Background: an optimization exercise with open tools, aiming at small area. Do not read the settings as production practice. Only simulation tests tie the RTL to the original design; equivalence was not proved. No activity file was given, so power comes from the tool's default toggle rates.

==> inputs of willow <==
==> flow/design.v <==
module rf_wmux (
    input  logic q,
    input  logic we,
    input  logic wen,
    input  logic dn,
    output logic d
);
    assign d = ~((q | we) & (dn | wen));
endmodule
module rf_aoi222 (
    input  logic a1, a2, b1, b2, c1, c2,
    output logic y
);
    assign y = ~((a1 & a2) | (b1 & b2) | (c1 & c2));
endmodule
module rf_nand2 (
    input  logic a, b,
    output logic y
);
    assign y = ~(a & b);
endmodule
module rf_nand4 (
    input  logic a, b, c, d,
    output logic y
);
    assign y = ~(a & b & c & d);
endmodule
module rf_nand3 (
    input  logic a, b, c,
    output logic y
);
    assign y = ~(a & b & c);
endmodule
module rf_or3 (
    input  logic a, b, c,
    output logic y
);
    assign y = a | b | c;
endmodule
module rf_xor2 (
    input  logic a, b,
    output logic y
);
    assign y = a ^ b;
endmodule
module rf_rdtail (
    input  logic [10:0] n,
    input  logic        ph,
    output logic        y
);
    logic h0, h1, h2, z;
    rf_nand4 u_h0 (.a(n[0]), .b(n[1]), .c(n[2]),  .d(n[3]), .y(h0));
    rf_nand4 u_h1 (.a(n[4]), .b(n[5]), .c(n[6]),  .d(n[7]), .y(h1));
    rf_nand3 u_h2 (.a(n[8]), .b(n[9]), .c(n[10]), .y(h2));
    rf_or3   u_z  (.a(h0), .b(h1), .c(h2), .y(z));
    rf_xor2  u_y  (.a(z), .b(ph), .y(y));
endmodule
module register_file #(
    parameter int DATA_W = 32,
    parameter int ADDR_W = 5
) (
    input  logic              clk,
    input  logic              rst,
    input  logic              WE3,
    input  logic [ADDR_W-1:0] A1,
    input  logic [ADDR_W-1:0] A2,
    input  logic [ADDR_W-1:0] A3,
    input  logic [DATA_W-1:0] WD3,
    output logic [DATA_W-1:0] RD1,
    output logic [DATA_W-1:0] RD2
);
    localparam int NREG = 1 << ADDR_W;
    logic              phase;
    logic [NREG-1:1]   valid;
    logic [DATA_W-1:0] store [1:NREG-1];
    logic [DATA_W-1:0] store_d [1:NREG-1];
    logic [NREG-1:1]   wr_en, wr_en_n;
    logic [NREG-1:1]   sel1, sel2;
    logic [DATA_W-1:0] dn;
    logic              ph1, ph2;
    assign dn = WD3 ^ {DATA_W{phase}};
    always_comb begin
        for (int i = 1; i < NREG; i++) begin
            wr_en[i]   = WE3 && (A3 == ADDR_W'(i));
            wr_en_n[i] = ~wr_en[i];
            sel1[i]    = valid[i] && (A1 == ADDR_W'(i));
            sel2[i]    = valid[i] && (A2 == ADDR_W'(i));
        end
        ph1 = phase && (|sel1);
        ph2 = phase && (|sel2);
    end
    always_ff @(posedge clk or posedge rst) begin
        if (rst) phase <= 1'b0;
        else     phase <= ~phase;
    end
    always_ff @(posedge clk or posedge rst) begin
        if (rst) valid <= '0;
        else     valid <= valid | wr_en;
    end
    always_ff @(posedge clk) begin
        for (int i = 1; i < NREG; i++) begin
            store[i] <= store_d[i];
        end
    end
    genvar gi, gb;
    generate
        for (gi = 1; gi < NREG; gi++) begin : g_row
            for (gb = 0; gb < DATA_W; gb++) begin : g_bit
                rf_wmux u_wmux (
                    .q(store[gi][gb]), .we(wr_en[gi]), .wen(wr_en_n[gi]), .dn(dn[gb]),
                    .d(store_d[gi][gb])
                );
            end
        end
        for (gb = 0; gb < DATA_W; gb++) begin : g_rd
            logic [10:0] n1, n2;
            for (gi = 0; gi < 10; gi++) begin : g_grp
                rf_aoi222 u_a1 (
                    .a1(sel1[3*gi+1]), .a2(store[3*gi+1][gb]),
                    .b1(sel1[3*gi+2]), .b2(store[3*gi+2][gb]),
                    .c1(sel1[3*gi+3]), .c2(store[3*gi+3][gb]),
                    .y(n1[gi])
                );
                rf_aoi222 u_a2 (
                    .a1(sel2[3*gi+1]), .a2(store[3*gi+1][gb]),
                    .b1(sel2[3*gi+2]), .b2(store[3*gi+2][gb]),
                    .c1(sel2[3*gi+3]), .c2(store[3*gi+3][gb]),
                    .y(n2[gi])
                );
            end
            rf_nand2 u_n1 (.a(sel1[31]), .b(store[31][gb]), .y(n1[10]));
            rf_nand2 u_n2 (.a(sel2[31]), .b(store[31][gb]), .y(n2[10]));
            rf_rdtail u_t1 (.n(n1), .ph(ph1), .y(RD1[gb]));
            rf_rdtail u_t2 (.n(n2), .ph(ph2), .y(RD2[gb]));
        end
    endgenerate
endmodule
==> flow/flow/run.sh <==
#!/bin/bash
# The standard layout (the standard.sh, unchanged synthesis, floorplan, power grid, CTS and
# routing), except that the port buffers are the smallest plain buffer instead of the delay
# buffer the flow picks by default. make's full output (every tool it runs) goes to make.log;
# ORFS also keeps each step's own log under orfs/logs/.
set -euo pipefail
bash standard.sh finish "BUFFER_PORTS_ARGS=-buffer_cell sky130_fd_sc_hd__buf_1" > make.log 2>&1
==> flow/standard.sh <==
#!/bin/bash
# synth_recipe.tcl (not shown) runs the flow's synth.tcl, then flattens the netlist and writes it again
# the make line also repeats each setting of config.mk as NAME=value (left out here)
make -C /OpenROAD-flow-scripts/flow DESIGN_CONFIG=/design/flow/config.mk WORK_HOME=/design/flow/orfs CLKGATE_MAP_FILE= SYNTH_SCRIPT=/design/flow/synth_recipe.tcl "${@:-finish}"
==> flow/config.mk <==
export PLATFORM = sky130hd
export DESIGN_NAME = register_file
export DESIGN_NICKNAME = register_file
export VERILOG_FILES = /design/flow/design.v
export SDC_FILE = /design/flow/constraint.sdc
export NUM_CORES = 4
export LEC_CHECK = 0
export CAP_MARGIN = 10
export CORE_MARGIN = 2
export CORE_UTILIZATION = 40
export CTS_BUF_LIST = sky130_fd_sc_hd__clkbuf_8
export CTS_CLUSTER_DIAMETER = 50
export CTS_CLUSTER_SIZE = 12
export SETUP_SLACK_MARGIN = 0.1
export SLEW_MARGIN = 10
export SYNTH_HIERARCHICAL = 1
export SYNTH_MINIMUM_KEEP_SIZE = 0
==> flow/constraint.sdc <==
create_clock -name core_clock -period 7.0 [get_ports {clk}]
set_input_delay 1.4000 -clock core_clock [delete_from_list [all_inputs] [get_ports {clk}]]
set_output_delay 1.4000 -clock core_clock [all_outputs]
set_load 0.01 [all_outputs]
==> quartz: changes against willow <==
--- a/flow/design.v
+++ b/flow/design.v
@@ -78,5 +78,11 @@
     logic [NREG-1:1]   sel1, sel2;
-    logic [DATA_W-1:0] dn;
+    logic [DATA_W-1:0] dn_lo, dn_hi;
     logic              ph1, ph2;
-    assign dn = WD3 ^ {DATA_W{phase}};
+    genvar gd;
+    generate
+        for (gd = 0; gd < DATA_W; gd++) begin : g_dn
+            rf_xor2 u_lo (.a(WD3[gd]), .b(phase), .y(dn_lo[gd]));
+            rf_xor2 u_hi (.a(WD3[gd]), .b(phase), .y(dn_hi[gd]));
+        end
+    endgenerate
     always_comb begin
@@ -109,3 +115,3 @@
                 rf_wmux u_wmux (
-                    .q(store[gi][gb]), .we(wr_en[gi]), .wen(wr_en_n[gi]), .dn(dn[gb]),
+                    .q(store[gi][gb]), .we(wr_en[gi]), .wen(wr_en_n[gi]), .dn((gi < NREG / 2) ? dn_lo[gb] : dn_hi[gb]),
                     .d(store_d[gi][gb])
==> flow/flow/run.sh (replaced) <==
#!/bin/bash
# The standard layout (the standard.sh: unchanged synthesis, floorplan, power grid, placement,
# CTS and routing) with two changes to how cells are picked:
#  - the port buffers are the smallest plain buffer instead of the delay buffer picked by default;
#  - CTS builds its tree without dummy balancing loads (same clustering settings as config.mk).
# make's full output (every tool it runs) goes to make.log; ORFS also keeps each step's own log
# under orfs/logs/.
set -euo pipefail
cts="-sink_clustering_enable -repair_clock_nets -sink_clustering_size 18"
cts="$cts -sink_clustering_max_diameter 60 -buf_list sky130_fd_sc_hd__clkbuf_8 -dont_use_dummy_load"
bash standard.sh finish \
  "BUFFER_PORTS_ARGS=-buffer_cell sky130_fd_sc_hd__buf_1" \
  "CTS_ARGS=$cts" > make.log 2>&1
--- a/flow/config.mk
+++ b/flow/config.mk
@@ -11,4 +11,5 @@
 export CTS_BUF_LIST = sky130_fd_sc_hd__clkbuf_8
-export CTS_CLUSTER_DIAMETER = 50
-export CTS_CLUSTER_SIZE = 12
+export CTS_CLUSTER_DIAMETER = 60
+export CTS_CLUSTER_SIZE = 18
+export PLACE_DENSITY = 0.75
 export SETUP_SLACK_MARGIN = 0.1
==> nickel: changes against willow <==
==> flow/design.v (replaced) <==
module register_file #(
    parameter int DATA_W = 32,
    parameter int ADDR_W = 5
) (
    input  logic              clk,
    input  logic              rst,
    input  logic              WE3,
    input  logic [ADDR_W-1:0] A1,
    input  logic [ADDR_W-1:0] A2,
    input  logic [ADDR_W-1:0] A3,
    input  logic [DATA_W-1:0] WD3,
    output logic [DATA_W-1:0] RD1,
    output logic [DATA_W-1:0] RD2
);
    localparam int NREG = 1 << ADDR_W;
    logic [DATA_W-1:0] regs_reg [NREG];
    logic [NREG-1:0]   wr_en;
    logic [DATA_W-1:0] rd1_next;
    logic [DATA_W-1:0] rd2_next;
    genvar gi;
    generate
        for (gi = 0; gi < NREG; gi++) begin : g_wr_dec
            if (gi == 0) begin : g_x0
                assign wr_en[gi] = 1'b0;
            end else begin : g_xn
                assign wr_en[gi] = WE3 && (A3 == ADDR_W'(gi));
            end
        end
    endgenerate
    always_ff @(posedge clk or posedge rst) begin
        if (rst) begin
            for (int i = 0; i < NREG; i++) begin
                regs_reg[i] <= '0;
            end
        end else begin
            for (int i = 0; i < NREG; i++) begin
                if (wr_en[i]) begin
                    regs_reg[i] <= WD3;
                end
            end
        end
    end
    always_comb begin
        rd1_next = '0;
        rd2_next = '0;
        if (!rst) begin
            if (A1 != '0) rd1_next = regs_reg[A1];
            if (A2 != '0) rd2_next = regs_reg[A2];
        end
    end
    assign RD1 = rd1_next;
    assign RD2 = rd2_next;
endmodule
==> flow/run.sh (new file) <==
#!/bin/bash
# synth_recipe.tcl (not shown) runs the flow's synth.tcl, then flattens the netlist and writes it again
# the make line also repeats each setting of config.mk as NAME=value (left out here)
make -C /OpenROAD-flow-scripts/flow DESIGN_CONFIG=/design/flow/config.mk WORK_HOME=/design/flow/orfs CLKGATE_MAP_FILE= SYNTH_SCRIPT=/design/flow/synth_recipe.tcl finish
==> flow/config.mk (replaced) <==
export PLATFORM = sky130hd
export DESIGN_NAME = register_file
export DESIGN_NICKNAME = register_file
export VERILOG_FILES = /design/flow/design.v
export SDC_FILE = /design/flow/constraint.sdc
export NUM_CORES = 4
export LEC_CHECK = 0
export CAP_MARGIN = 20
export CORE_MARGIN = 2
export CORE_UTILIZATION = 30
export SLEW_MARGIN = 20
removed: flow/flow/run.sh
removed: flow/standard.sh
==> yarrow: changes against willow <==
==> flow/run.sh (new file) <==
#!/bin/bash
# synth_recipe.tcl (not shown) runs the flow's synth.tcl, then flattens the netlist and writes it again
# the make line also repeats each setting of config.mk as NAME=value (left out here)
make -C /OpenROAD-flow-scripts/flow DESIGN_CONFIG=/design/flow/config.mk WORK_HOME=/design/flow/orfs CLKGATE_MAP_FILE= SYNTH_SCRIPT=/design/flow/synth_recipe.tcl finish
--- a/flow/config.mk
+++ b/flow/config.mk
@@ -7,3 +7,3 @@
 export LEC_CHECK = 0
-export CAP_MARGIN = 10
+export CAP_MARGIN = 20
 export CORE_MARGIN = 2
@@ -13,4 +13,4 @@
 export CTS_CLUSTER_SIZE = 12
-export SETUP_SLACK_MARGIN = 0.1
-export SLEW_MARGIN = 10
+export SETUP_SLACK_MARGIN = 0.25
+export SLEW_MARGIN = 20
 export SYNTH_HIERARCHICAL = 1
removed: flow/flow/run.sh
removed: flow/standard.sh
==> summary.txt <==
* Status: timing/DRC/antenna clean
* Slowest library cell on the worst path: clkdlybuf4s50_1
* Clock-pin slew on the worst setup and hold paths at 0.08 ns
* Antenna Diode Count at 7
* Clk Tree Root Cell: clkbuf_8
* Clock network contribution to total cell area at around 4.8%
* Metal3 WL at approximately 27 mm
* Total Die Area at ~0.096 mm^2
* Total iterations of the first detailed-routing run at 14
* Leading register cell type out of synthesis: dfxtp_1
* Sum of internal, switching and leakage power at 14.9 mW
* Power drawn by the combinational cells at 2.50 mW
* Largest driver fanout on the critical path at 12
* Reg2reg setup slack at 4.07 ns
* Met3 demand-to-capacity share in global routing at between 10% and 20%
* Number of placed instances, taps included at 4885
Source of the figures above: yarrow

==> summary.txt <==
* Largest driver fanout on the critical path at 21
* Total iterations of the first detailed-routing run at 13
* Clock network contribution to total cell area at between 5 and 6%
* Total Die Area at 0.0960 mm^2
* Status: timing/DRC/antenna clean
* Reg2reg setup slack at 3.69 ns
* Leading register cell type out of synthesis: dfxtp_1
* Clk Tree Root Cell: clkbuf_8
* Antenna Diode Count at 11
* Number of placed instances, taps included at just under 5000
* Sum of internal, switching and leakage power at 14.9 mW
Source of the figures above: willow

==> summary.txt <==
* Largest driver fanout on the critical path at 20
* Power drawn by the combinational cells at 2.16 mW
* Metal3 WL at approximately 33 mm
* Clock-pin slew on the worst setup and hold paths at ~0.070 ns
* Leading register cell type out of synthesis: dfxtp_1
* Antenna Diode Count at 6
* Met3 demand-to-capacity share in global routing at 15.3%
* Slowest library cell on the worst path: nor2_4
* Clock network contribution to total cell area at about 2.3%
* Sum of internal, switching and leakage power at 13.3 mW
* Status: timing/DRC/antenna clean
* Total Die Area at 0.0966 mm^2
* Total iterations of the first detailed-routing run at 17
Source of the figures above: quartz

==> summary.txt <==
* Least-Margin Pin Slew at about 1.4 ns
* Antenna Diode Count at 32
* Number of cell rows at 152
* Number of placed instances, taps included at approximately 6700
* Slowest library cell on the worst path: nor3_1
* Clock-pin slew on the worst setup and hold paths at 0.06 ns
* Power drawn by the combinational cells at 2.66 mW
* Largest driver fanout on the critical path at 22
* Sum of internal, switching and leakage power at 16.6 mW
* Status: timing/DRC/antenna clean
* Clock network contribution to total cell area at 6.04%
* Leading register cell type out of synthesis: dfrtp_1
* Total iterations of the first detailed-routing run at 10
* Met3 demand-to-capacity share in global routing at 10.9%
* Metal3 WL at 36.7 mm
* Clk Tree Root Cell: clkbuf_16
* Total Die Area at between 0.15 and 0.2 mm^2
Source of the figures above: nickel

-- port drivers added, routing unchanged --
The flow's constraints put no driver on any port. The routed layouts listed below were extracted and timed again, unchanged, in two steps. Step 1: set_driving_cell puts a clkbuf_16 on clk and a buf_2 on each other input, an assumption about the parent block. Step 2, shift: input delay + t, output delay - t, t = (earliest + latest rising clock arrival at the registers) / 2. This alone moves slack from input paths to output paths. Slacks: ideal / step 1 / step 2; pairs: ideal / step 1.
run | t (ns) | setup WS [ns] | worst register clock-pin slew, ns | worst slew at a driven data input, ns
willow | 0.891 | 0.651 / 0.564 / 0.564 | 0.09 / 0.09 | 0.14
quartz | 0.770 | 0.807 / 0.770 / 0.770 | 0.12 / 0.12 | 0.08
nickel | 0.824 | 0.550 / 0.488 / 0.488 | 0.07 / 0.07 | 0.17
yarrow | 0.851 | 0.177 / 0.150 / 0.150 | 0.09 / 0.09 | 0.12
After both steps setup and hold are still met in every run listed. For willow, which loses most, drivers alone change the setup slack by -0.087 ns; drivers and shift together by -0.087 ns.
